From an optimization exercise on the open Yosys and OpenROAD flow, aimed at small area, a short achievable clock period and few clock cycles; shortcuts taken in it are not production practice.
At most, simulation tests tie the RTL to the original design; equivalence was not proved.
Power and IR drop assume default switching activity.

## the reference run
==> flow/design.v (excerpt) <==
module sorted_list_store_unit
#(
  parameter int unsigned CAPACITY = DEF_CAPACITY
) (
  input  logic                    clk,
  input  logic                    rst,
  input  logic                    in_valid,
  output logic                    in_ready,
  input  logic [1:0]              command,
  input  logic signed [VAL_W-1:0] value,
  input  logic [3:0]              position,
  output logic                    out_valid,
  input  logic                    out_ready,
  output logic [1:0]              status,
  output logic signed [VAL_W-1:0] data_out,
  output logic [3:0]              found_index,
  output logic [4:0]              count
);
For scale: roughly 87 I/O pins, ~0.050 mm² of cells after synthesis.
export LEC_CHECK = 0
export ABC_AREA = 1
export CAP_MARGIN = 20
export CORE_MARGIN = 2
export CORE_UTILIZATION = 55
export CTS_CLUSTER_DIAMETER = 60
export CTS_CLUSTER_SIZE = 20
export PLACE_DENSITY = 0.7
export SETUP_SLACK_MARGIN = 4.0
export SLEW_MARGIN = 20
export SYNTH_HIERARCHICAL = 1
export TNS_END_PERCENT = 30
create_clock -name core_clock -period 7.0 [get_ports {clk}]
run.sh (not shown) runs the stock make flow with config.mk's settings and CLKGATE_MAP_FILE= SYNTH_SCRIPT=/design/flow/synth_recipe.tcl, a recipe that flattens the netlist after the stock synthesis.
### the reference run -> the trial run
diff --git a/flow/design.v b/flow/design.v
--- a/flow/design.v
+++ b/flow/design.v
@@ -88,21 +88,20 @@
   logic [IDX_W-1:0]        e_pos;
   logic                    s_v;
   logic [1:0]              s_status;
   logic signed [VAL_W-1:0] s_data;
   logic [IDX_W-1:0]        s_idx;
   logic [CNT_W-1:0]        s_count;
   logic [VAL_W-1:0]        entry [CAPACITY];
   logic [CAPACITY-1:0]     vld;             
   logic [CNT_W-1:0]        fill;
-  logic                    accept, exec, adv, in_ready_q;
-  logic i_v_next, e_v_next, s_v_next;
-  assign in_ready = in_ready_q;
+  logic                    accept, exec, adv;
+  assign in_ready = !(i_v && e_v && s_v);
   assign accept   = in_valid && in_ready;
   assign exec     = e_v && !s_v;
   assign adv      = i_v && (!e_v || exec);
   logic [CAPACITY-1:0]     c_gt, c_eq, x_gt, x_eq;
   logic [CAPACITY-1:0]     sel_hold, sel_left, sel_value, sel_right;
   logic                    v_gt, v_eq;
   assign v_gt    = (e_u > ~i_nu);
   assign v_eq    = (e_u == ~i_nu);
   assign e_val   = e_u ^ {1'b1, {(VAL_W-1){1'b0}}};
@@ -143,22 +142,25 @@
   logic [CNT_W-1:0]        r_count;
   assign mark = ~vld | x_gt;      
   assign eqv  = vld & x_eq;
   always_comb begin
     for (int i = 0; i < CAPACITY; i++) begin
       at_pos[i] = (IDX_W'(i) >= e_pos);
       psel[i]   = (IDX_W'(i) == e_pos);
     end
   end
-  assign from_eq = eqv | ((vld & x_gt) & {CAPACITY{|eqv}});
+  always_comb begin
+    from_eq[0] = eqv[0];
+    for (int i = 1; i < CAPACITY; i++) from_eq[i] = from_eq[i-1] | eqv[i];
+  end
   assign full   = vld[CAPACITY-1];
   assign pos_ok = |(psel & vld);
-  assign found  = |eqv;
+  assign found  = from_eq[CAPACITY-1];
   assign is_ins = (e_cmd == CMD_INSERT);
   assign ins_ok = is_ins && !full;
   assign rat_ok = (e_cmd == CMD_REMOVE_AT) && pos_ok;
   always_comb begin
     ins_idx  = '0;
     val_idx  = '0;
     pos_data = '0;
     for (int i = 0; i < CAPACITY; i++) begin
       here[i]     = mark[i] && (i == 0 || !mark[(i == 0) ? 0 : i-1]);
@@ -216,34 +218,27 @@
     if (rst) begin
       fill <= '0;
       vld  <= '0;
     end else if (exec) begin
       fill <= r_count;
       if (ins_ok) vld <= {vld[CAPACITY-2:0], 1'b1};
       else if (rat_ok || (e_cmd == CMD_REMOVE_VAL && found)) vld <= {1'b0, vld[CAPACITY-1:1]};
     end
   end
-  always_comb begin
-    i_v_next = accept ? 1'b1 : adv ? 1'b0 : i_v;
-    e_v_next = adv ? 1'b1 : exec ? 1'b0 : e_v;
-    if (s_v)                          s_v_next = !out_ready;
-    else if (out_valid && !out_ready) s_v_next = exec;
-    else                              s_v_next = 1'b0;
-  end
   always_ff @(posedge clk) begin
     if (rst) begin
-      i_v        <= 1'b0;
-      e_v        <= 1'b0;
-      in_ready_q <= 1'b1;
+      i_v <= 1'b0;
+      e_v <= 1'b0;
     end else begin
-      i_v        <= i_v_next;
-      e_v        <= e_v_next;
-      in_ready_q <= !(i_v_next && e_v_next && s_v_next);
+      if (accept)    i_v <= 1'b1;
+      else if (adv)  i_v <= 1'b0;
+      if (adv)       e_v <= 1'b1;
+      else if (exec) e_v <= 1'b0;
     end
   end
   always_ff @(posedge clk) begin
     if (accept) begin
       i_cmd <= command;
       i_nu  <= {value[VAL_W-1], ~value[VAL_W-2:0]};
       i_pos <= position;
     end
     if (adv) begin
@@ -251,20 +246,25 @@
       e_u   <= ~i_nu;
       e_pos <= i_pos;
     end
   end
   always_ff @(posedge clk) begin
     if (rst) begin
       out_valid <= 1'b0;
       s_v       <= 1'b0;
     end else begin
-      s_v <= s_v_next;
-      if (!s_v && !(out_valid && !out_ready)) out_valid <= exec;
+      if (s_v) begin
+        if (out_ready) s_v <= 1'b0;
+      end else if (out_valid && !out_ready) begin
+        s_v <= exec;
+      end else begin
+        out_valid <= exec;
+      end
     end
   end
   always_ff @(posedge clk) begin
     if (s_v) begin
       if (out_ready) begin
         status      <= s_status;
         data_out    <= s_data;
         found_index <= s_idx;
         count       <= s_count;
Findings:
In the route summary, the trial run ends up with a via count below that of the reference run.
Compared with the reference run, the trial run shows a higher share of the synthesized area in compound gates (AO/OA/AOI/OAI).
~same final cycle utilization of the critical path in the trial run and the reference run
The reference run → the trial run: total power lower; share of cell area taken by multi-input logic gates higher; layout clock buffer count higher; fmax roughly the same.
Fill cell total of the finished layout: the reference run vs the trial run, no meaningful difference
Re post-synthesis adder-cell area fraction: the trial run and the reference run aren't equal, and the lower value belongs to the reference run.
The trial run and the reference run ended up with roughly the same synthesized-area fraction occupied by xor and xnor cells.
Going from the reference run to the trial run, final worst slack up 0.0072 ns, number of maximum-capacitance constraint violations flat.
Against the reference run, the trial run comes in about 15% lower on wire length.
Testbench counts of the trial run, summed over its fixed seeds: cycles 24,024.
Only the layout flow was run in the reference run; the RTL was not checked for function there.

---

== run a ==
RTL: one of the versions met above, not the one the previous note started from.
For scale: about 5200 cells after synthesis, roughly 730 flip-flops.
## sorted_list_store_unit
module sorted_list_store_unit
#(
  parameter int unsigned CAPACITY = DEF_CAPACITY
) (
  input  logic                    clk,
  input  logic                    rst,
  input  logic                    in_valid,
  output logic                    in_ready,
  input  logic [1:0]              command,
  input  logic signed [VAL_W-1:0] value,
  input  logic [3:0]              position,
  output logic                    out_valid,
  input  logic                    out_ready,
  output logic [1:0]              status,
  output logic signed [VAL_W-1:0] data_out,
  output logic [3:0]              found_index,
  output logic [4:0]              count
);
make LEC_CHECK=0 CAP_MARGIN=20 CORE_MARGIN=2 CORE_UTILIZATION=55 CTS_CLUSTER_DIAMETER=60 CTS_CLUSTER_SIZE=20 PLACE_DENSITY=0.7 SETUP_SLACK_MARGIN=4.2 SLEW_MARGIN=20 SYNTH_HIERARCHICAL=1 TNS_END_PERCENT=30 finish   # period 7.0 ns
Testbench counts of run a, summed over its fixed seeds: cycles 24,024.
#### Input delta (run b over run a)
--- a/flow/design.v
+++ b/flow/design.v
@@ -42,23 +42,26 @@
   logic [VAL_W-1:0] cmp_value;
   assign cmp_value = ~cmp_value_n;
   assign gt = (entry > cmp_value);
   assign eq = (entry == cmp_value);
   always_ff @(posedge clk) begin
     entry <= ({VAL_W{sel_hold}}  & entry)      | ({VAL_W{sel_left}}  & left_entry) |
              ({VAL_W{sel_value}} & ins_value)  | ({VAL_W{sel_right}} & right_entry);
   end
-  always_ff @(posedge clk) begin
-    if (cmp_load) begin
-      x_gt <= (sel_hold & gt) | (sel_left & left_gt) | (sel_value & value_gt) |
-              (sel_right & right_gt);
-      x_eq <= (sel_hold & eq) | (sel_left & left_eq) | (sel_value & value_eq) |
-              (sel_right & right_eq);
-    end
+  logic ld_hold, ld_left, ld_value, ld_right;
+  assign ld_hold  = cmp_load & sel_hold;
+  assign ld_left  = cmp_load & sel_left;
+  assign ld_value = cmp_load & sel_value;
+  assign ld_right = cmp_load & sel_right;
+  always_ff @(posedge clk) begin
+    x_gt <= (~cmp_load & x_gt) | (ld_hold & gt) | (ld_left & left_gt) |
+            (ld_value & value_gt) | (ld_right & right_gt);
+    x_eq <= (~cmp_load & x_eq) | (ld_hold & eq) | (ld_left & left_eq) |
+            (ld_value & value_eq) | (ld_right & right_eq);
   end
 endmodule
 import sls_pkg::*;
 module sorted_list_store_unit
 #(
   parameter int unsigned CAPACITY = DEF_CAPACITY
 ) (
   input  logic                    clk,
@@ -81,16 +84,17 @@
   logic [1:0]              i_cmd;
   logic [VAL_W-1:0]        i_nu;      
   logic [IDX_W-1:0]        i_pos;
   logic                    e_v;
   logic [1:0]              e_cmd;
   logic [VAL_W-1:0]        e_u;       
   logic signed [VAL_W-1:0] e_val;
   logic [IDX_W-1:0]        e_pos;
+  logic [CAPACITY-1:0]     e_psel;    
   logic                    s_v;
   logic [1:0]              s_status;
   logic signed [VAL_W-1:0] s_data;
   logic [IDX_W-1:0]        s_idx;
   logic [CNT_W-1:0]        s_count;
   logic [VAL_W-1:0]        entry [CAPACITY];
   logic [CAPACITY-1:0]     vld;             
   logic [CNT_W-1:0]        fill;
@@ -135,22 +139,22 @@
   logic [CAPACITY-1:0] mark, eqv, from_eq, here, first_eq, at_pos, psel, shift_up;
   logic                full, pos_ok, found, is_ins, ins_ok, rat_ok;
   logic [IDX_W-1:0]    ins_idx, val_idx;
   logic signed [VAL_W-1:0] pos_data;
   logic [1:0]              r_status;
   logic signed [VAL_W-1:0] r_data;
   logic [IDX_W-1:0]        r_idx;
   logic [CNT_W-1:0]        r_count;
+  assign psel = e_psel;
   assign mark = ~vld | x_gt;      
   assign eqv  = vld & x_eq;
   always_comb begin
     for (int i = 0; i < CAPACITY; i++) begin
       at_pos[i] = (IDX_W'(i) >= e_pos);
-      psel[i]   = (IDX_W'(i) == e_pos);
     end
   end
   always_comb begin
     from_eq[0] = eqv[0];
     for (int i = 1; i < CAPACITY; i++) from_eq[i] = from_eq[i-1] | eqv[i];
   end
   assign full   = vld[CAPACITY-1];
   assign pos_ok = |(psel & vld);
@@ -240,16 +244,17 @@
       i_cmd <= command;
       i_nu  <= {value[VAL_W-1], ~value[VAL_W-2:0]};
       i_pos <= position;
     end
     if (adv) begin
       e_cmd <= i_cmd;
       e_u   <= ~i_nu;
       e_pos <= i_pos;
+      for (int i = 0; i < CAPACITY; i++) e_psel[i] <= (IDX_W'(i) == i_pos);
     end
   end
   always_ff @(posedge clk) begin
     if (rst) begin
       out_valid <= 1'b0;
       s_v       <= 1'b0;
     end else begin
       if (s_v) begin
## What came out
- Flop count, run a -> run b: increased
- Run b -> run a: count of hold buffers inserted by post-cts repair delta 0, exact match
- The arrival time of data at the critical path endpoint of run b is higher than that of run a.
- For CTS buffer count, dividing the value from run b by the value from run a gives 1.05.
- Run b vs. run a: largest fanout on the critical path moved down; core utilization higher; worst hold slack now sits higher; combinational cell fraction of total power increased 4.3 points.
- Looking at most used routing layer in global routing, the met2 result is from run b; the met1 one comes from run a.
- Critical path depth, run a and run b: larger value in run b
- Run b contains more vias than run a.
- Changes observed in run b relative to run a: worst setup slack now sits lower, count of buffering cells on the critical path with inverters included rose by 2, register-to-register path setup slack shrank by 0.15 ns.
Only the layout flow was run in run b; the RTL was not checked for function there.

---

The RTL this note starts from:
==> flow/design.v <==
package sls_pkg;
  localparam int unsigned DEF_CAPACITY = 16;
  localparam int unsigned VAL_W        = 32;
  localparam logic signed [VAL_W-1:0] MISS_VALUE = -32'sd99999;
  typedef enum logic [1:0] {
    CMD_INSERT     = 2'd0,
    CMD_REMOVE_AT  = 2'd1,
    CMD_REMOVE_VAL = 2'd2,
    CMD_GET        = 2'd3
  } cmd_t;
  typedef enum logic [1:0] {
    ST_DONE = 2'd0,
    ST_FULL = 2'd1,
    ST_MISS = 2'd2
  } status_t;
endpackage
import sls_pkg::*;
module sls_cell
(
  input  logic                    clk,
  input  logic                    sel_hold,
  input  logic                    sel_left,      
  input  logic                    sel_value,     
  input  logic                    sel_right,     
  input  logic [VAL_W-1:0]        left_entry,
  input  logic [VAL_W-1:0]        right_entry,
  input  logic [VAL_W-1:0]        ins_value,
  input  logic [VAL_W-1:0]        cmp_value_n,   
  output logic [VAL_W-1:0]        entry,
  input  logic                    cmp_load,      
  input  logic                    left_gt,
  input  logic                    left_eq,
  input  logic                    right_gt,
  input  logic                    right_eq,
  input  logic                    value_gt,      
  input  logic                    value_eq,
  output logic                    gt,            
  output logic                    eq,            
  output logic                    x_gt,          
  output logic                    x_eq
);
  logic [VAL_W-1:0] cmp_value;
  assign cmp_value = ~cmp_value_n;
  assign gt = (entry > cmp_value);
  assign eq = (entry == cmp_value);
  always_ff @(posedge clk) begin
    entry <= ({VAL_W{sel_hold}}  & entry)      | ({VAL_W{sel_left}}  & left_entry) |
             ({VAL_W{sel_value}} & ins_value)  | ({VAL_W{sel_right}} & right_entry);
  end
  always_ff @(posedge clk) begin
    if (cmp_load) begin
      x_gt <= (sel_hold & gt) | (sel_left & left_gt) | (sel_value & value_gt) |
              (sel_right & right_gt);
      x_eq <= (sel_hold & eq) | (sel_left & left_eq) | (sel_value & value_eq) |
              (sel_right & right_eq);
    end
  end
endmodule
import sls_pkg::*;
module sorted_list_store_unit
#(
  parameter int unsigned CAPACITY = DEF_CAPACITY
) (
  input  logic                    clk,
  input  logic                    rst,
  input  logic                    in_valid,
  output logic                    in_ready,
  input  logic [1:0]              command,
  input  logic signed [VAL_W-1:0] value,
  input  logic [3:0]              position,
  output logic                    out_valid,
  input  logic                    out_ready,
  output logic [1:0]              status,
  output logic signed [VAL_W-1:0] data_out,
  output logic [3:0]              found_index,
  output logic [4:0]              count
);
  localparam int unsigned IDX_W = $clog2(CAPACITY);
  localparam int unsigned CNT_W = $clog2(CAPACITY + 1);
  logic                    i_v;
  logic [1:0]              i_cmd;
  logic [VAL_W-1:0]        i_nu;      
  logic [IDX_W-1:0]        i_pos;
  logic                    e_v;
  logic [1:0]              e_cmd;
  logic [VAL_W-1:0]        e_u;       
  logic signed [VAL_W-1:0] e_val;
  logic [IDX_W-1:0]        e_pos;
  logic                    s_v;
  logic [1:0]              s_status;
  logic signed [VAL_W-1:0] s_data;
  logic [IDX_W-1:0]        s_idx;
  logic [CNT_W-1:0]        s_count;
  logic [VAL_W-1:0]        entry [CAPACITY];
  logic [CAPACITY-1:0]     vld;             
  logic [CNT_W-1:0]        fill;
  logic                    accept, exec, adv, in_ready_q;
  logic i_v_next, e_v_next, s_v_next;
  assign in_ready = in_ready_q;
  assign accept   = in_valid && in_ready;
  assign exec     = e_v && !s_v;
  assign adv      = i_v && (!e_v || exec);
  logic [CAPACITY-1:0]     c_gt, c_eq, x_gt, x_eq;
  logic [CAPACITY-1:0]     sel_hold, sel_left, sel_value, sel_right;
  logic                    v_gt, v_eq;
  assign v_gt    = (e_u > ~i_nu);
  assign v_eq    = (e_u == ~i_nu);
  assign e_val   = e_u ^ {1'b1, {(VAL_W-1){1'b0}}};
  for (genvar i = 0; i < CAPACITY; i++) begin : g_cell
    localparam int L = (i == 0) ? 0 : i - 1;
    localparam int R = (i == CAPACITY - 1) ? i : i + 1;
    sls_cell u_cell (
      .clk         (clk),
      .sel_hold    (sel_hold[i]),
      .sel_left    (sel_left[i]),
      .sel_value   (sel_value[i]),
      .sel_right   (sel_right[i]),
      .left_entry  (entry[L]),
      .right_entry (entry[R]),
      .ins_value   (e_u),
      .cmp_value_n (i_nu),
      .entry       (entry[i]),
      .cmp_load    (adv),
      .left_gt     (c_gt[L]),
      .left_eq     (c_eq[L]),
      .right_gt    (c_gt[R]),
      .right_eq    (c_eq[R]),
      .value_gt    (v_gt),
      .value_eq    (v_eq),
      .gt          (c_gt[i]),
      .eq          (c_eq[i]),
      .x_gt        (x_gt[i]),
      .x_eq        (x_eq[i])
    );
  end
  logic [CAPACITY-1:0] mark, eqv, from_eq, here, first_eq, at_pos, psel, shift_up;
  logic                full, pos_ok, found, is_ins, ins_ok, rat_ok;
  logic [IDX_W-1:0]    ins_idx, val_idx;
  logic signed [VAL_W-1:0] pos_data;
  logic [1:0]              r_status;
  logic signed [VAL_W-1:0] r_data;
  logic [IDX_W-1:0]        r_idx;
  logic [CNT_W-1:0]        r_count;
  assign mark = ~vld | x_gt;      
  assign eqv  = vld & x_eq;
  always_comb begin
    for (int i = 0; i < CAPACITY; i++) begin
      at_pos[i] = (IDX_W'(i) >= e_pos);
      psel[i]   = (IDX_W'(i) == e_pos);
    end
  end
  assign from_eq = eqv | ((vld & x_gt) & {CAPACITY{|eqv}});
  assign full   = vld[CAPACITY-1];
  assign pos_ok = |(psel & vld);
  assign found  = |eqv;
  assign is_ins = (e_cmd == CMD_INSERT);
  assign ins_ok = is_ins && !full;
  assign rat_ok = (e_cmd == CMD_REMOVE_AT) && pos_ok;
  always_comb begin
    ins_idx  = '0;
    val_idx  = '0;
    pos_data = '0;
    for (int i = 0; i < CAPACITY; i++) begin
      here[i]     = mark[i] && (i == 0 || !mark[(i == 0) ? 0 : i-1]);
      first_eq[i] = eqv[i] && (i == 0 || !from_eq[(i == 0) ? 0 : i-1]);
      shift_up[i] = (i > 0) && mark[(i == 0) ? 0 : i-1];
      if (here[i])     ins_idx |= IDX_W'(i);
      if (first_eq[i]) val_idx |= IDX_W'(i);
      if (psel[i])     pos_data |= entry[i] ^ {1'b1, {(VAL_W-1){1'b0}}};
    end
  end
  always_comb begin
    for (int i = 0; i < CAPACITY; i++) begin
      sel_left[i]  = exec && ins_ok && shift_up[i];
      sel_value[i] = exec && ins_ok && here[i];
      sel_right[i] = exec && (((e_cmd == CMD_REMOVE_AT) && at_pos[i]) ||
                              (e_cmd == CMD_REMOVE_VAL && from_eq[i]));
      sel_hold[i]  = !(sel_left[i] || sel_value[i] || sel_right[i]);
    end
  end
  always_comb begin
    r_status = ST_MISS;
    r_data   = MISS_VALUE;
    r_idx    = '0;
    r_count  = fill;
    case (e_cmd)
      CMD_INSERT: begin
        if (full) begin
          r_status = ST_FULL;
        end else begin
          r_status = ST_DONE;
          r_data   = e_val;
          r_idx    = ins_idx;
          r_count  = fill + 1'b1;
        end
      end
      CMD_REMOVE_AT, CMD_GET: begin
        if (pos_ok) begin
          r_status = ST_DONE;
          r_data   = pos_data;
          r_idx    = e_pos;
          if (e_cmd == CMD_REMOVE_AT) r_count = fill - 1'b1;
        end
      end
      default: begin
        if (found) begin
          r_status = ST_DONE;
          r_data   = e_val;
          r_idx    = val_idx;
          r_count  = fill - 1'b1;
        end
      end
    endcase
  end
  always_ff @(posedge clk) begin
    if (rst) begin
      fill <= '0;
      vld  <= '0;
    end else if (exec) begin
      fill <= r_count;
      if (ins_ok) vld <= {vld[CAPACITY-2:0], 1'b1};
      else if (rat_ok || (e_cmd == CMD_REMOVE_VAL && found)) vld <= {1'b0, vld[CAPACITY-1:1]};
    end
  end
  always_comb begin
    i_v_next = accept ? 1'b1 : adv ? 1'b0 : i_v;
    e_v_next = adv ? 1'b1 : exec ? 1'b0 : e_v;
    if (s_v)                          s_v_next = !out_ready;
    else if (out_valid && !out_ready) s_v_next = exec;
    else                              s_v_next = 1'b0;
  end
  always_ff @(posedge clk) begin
    if (rst) begin
      i_v        <= 1'b0;
      e_v        <= 1'b0;
      in_ready_q <= 1'b1;
    end else begin
      i_v        <= i_v_next;
      e_v        <= e_v_next;
      in_ready_q <= !(i_v_next && e_v_next && s_v_next);
    end
  end
  always_ff @(posedge clk) begin
    if (accept) begin
      i_cmd <= command;
      i_nu  <= {value[VAL_W-1], ~value[VAL_W-2:0]};
      i_pos <= position;
    end
    if (adv) begin
      e_cmd <= i_cmd;
      e_u   <= ~i_nu;
      e_pos <= i_pos;
    end
  end
  always_ff @(posedge clk) begin
    if (rst) begin
      out_valid <= 1'b0;
      s_v       <= 1'b0;
    end else begin
      s_v <= s_v_next;
      if (!s_v && !(out_valid && !out_ready)) out_valid <= exec;
    end
  end
  always_ff @(posedge clk) begin
    if (s_v) begin
      if (out_ready) begin
        status      <= s_status;
        data_out    <= s_data;
        found_index <= s_idx;
        count       <= s_count;
      end
    end else if (!out_valid || out_ready) begin
      if (exec) begin
        status      <= r_status;
        data_out    <= r_data;
        found_index <= r_idx;
        count       <= r_count;
      end
    end
    if (exec && out_valid && !out_ready) begin
      s_status <= r_status;
      s_data   <= r_data;
      s_idx    <= r_idx;
      s_count  <= r_count;
    end
  end
endmodule
clock: 7.0 ns
lec_check: 0
abc_area: 1
cap_margin: 20
core_margin: 2
core_utilization: 55
cts_cluster_diameter: 60
cts_cluster_size: 20
place_density: 0.7
setup_slack_margin: 4.2
slew_margin: 20
synth_hierarchical: 1
tns_end_percent: 30
Change:
--- a/flow/design.v
+++ b/flow/design.v
@@ -94,9 +94,8 @@
   logic [VAL_W-1:0]        entry [CAPACITY];
   logic [CAPACITY-1:0]     vld;             
   logic [CNT_W-1:0]        fill;
-  logic                    accept, exec, adv, in_ready_q;
-  logic i_v_next, e_v_next, s_v_next;
-  assign in_ready = in_ready_q;
+  logic                    accept, exec, adv;
+  assign in_ready = !(i_v && e_v && s_v);
   assign accept   = in_valid && in_ready;
   assign exec     = e_v && !s_v;
   assign adv      = i_v && (!e_v || exec);
@@ -149,10 +148,13 @@
       psel[i]   = (IDX_W'(i) == e_pos);
     end
   end
-  assign from_eq = eqv | ((vld & x_gt) & {CAPACITY{|eqv}});
+  always_comb begin
+    from_eq[0] = eqv[0];
+    for (int i = 1; i < CAPACITY; i++) from_eq[i] = from_eq[i-1] | eqv[i];
+  end
   assign full   = vld[CAPACITY-1];
   assign pos_ok = |(psel & vld);
-  assign found  = |eqv;
+  assign found  = from_eq[CAPACITY-1];
   assign is_ins = (e_cmd == CMD_INSERT);
   assign ins_ok = is_ins && !full;
   assign rat_ok = (e_cmd == CMD_REMOVE_AT) && pos_ok;
@@ -222,22 +224,15 @@
       else if (rat_ok || (e_cmd == CMD_REMOVE_VAL && found)) vld <= {1'b0, vld[CAPACITY-1:1]};
     end
   end
-  always_comb begin
-    i_v_next = accept ? 1'b1 : adv ? 1'b0 : i_v;
-    e_v_next = adv ? 1'b1 : exec ? 1'b0 : e_v;
-    if (s_v)                          s_v_next = !out_ready;
-    else if (out_valid && !out_ready) s_v_next = exec;
-    else                              s_v_next = 1'b0;
-  end
   always_ff @(posedge clk) begin
     if (rst) begin
-      i_v        <= 1'b0;
-      e_v        <= 1'b0;
-      in_ready_q <= 1'b1;
+      i_v <= 1'b0;
+      e_v <= 1'b0;
     end else begin
-      i_v        <= i_v_next;
-      e_v        <= e_v_next;
-      in_ready_q <= !(i_v_next && e_v_next && s_v_next);
+      if (accept)    i_v <= 1'b1;
+      else if (adv)  i_v <= 1'b0;
+      if (adv)       e_v <= 1'b1;
+      else if (exec) e_v <= 1'b0;
     end
   end
   always_ff @(posedge clk) begin
@@ -257,8 +252,13 @@
       out_valid <= 1'b0;
       s_v       <= 1'b0;
     end else begin
-      s_v <= s_v_next;
-      if (!s_v && !(out_valid && !out_ready)) out_valid <= exec;
+      if (s_v) begin
+        if (out_ready) s_v <= 1'b0;
+      end else if (out_valid && !out_ready) begin
+        s_v <= exec;
+      end else begin
+        out_valid <= exec;
+      end
     end
   end
   always_ff @(posedge clk) begin
Final cell count fell by 3.5%.
Wire length fell by 16%.
Cell area falls by 3.6%.
Core utilization falls by 2.0 points.
Hold slack got worse by 0.0070 ns.
Setup slack loses 0.11 ns.
Testbench counts after the change, summed over its fixed seeds: cycles 24,024.
Only the layout flow was run in the first run of this note; the RTL was not checked for function there.

## what the ideal ports hide
The results above use ideal ports. As a check the final layouts listed here were re-extracted and re-timed, cells and wires unchanged. Step 1, drivers: a clkbuf_16 drives clk and a buf_2 each remaining input, both assumed. Step 2 times the ports against the registers' clock, not the clock port: input delays grow and output delays shrink by t, the midpoint of the rising clock arrivals with the driver on. Slacks: ideal ports / drivers / drivers and shift; pairs: ideal ports / drivers.
run	shift t [ns]	slack for setup (ns)	worst slew at a driven data input, ns
the reference run	0.762	3.881 / 3.848 / 3.607	0.11
the trial run	0.732	3.888 / 3.888 / 3.566	0.04
run a	0.731	3.910 / 3.910 / 3.910	0.08
run b	0.734	3.764 / 3.764 / 3.764	0.05
the first run of note 3	0.766	4.039 / 3.981 / 3.606	0.09
the second run of note 3	0.730	3.930 / 3.930 / 3.591	0.04
After both steps setup and hold are still met in every run listed. The setup slack of the first run of note 3, which loses most, moves by -0.058 ns with the drivers and by -0.433 ns with both steps.
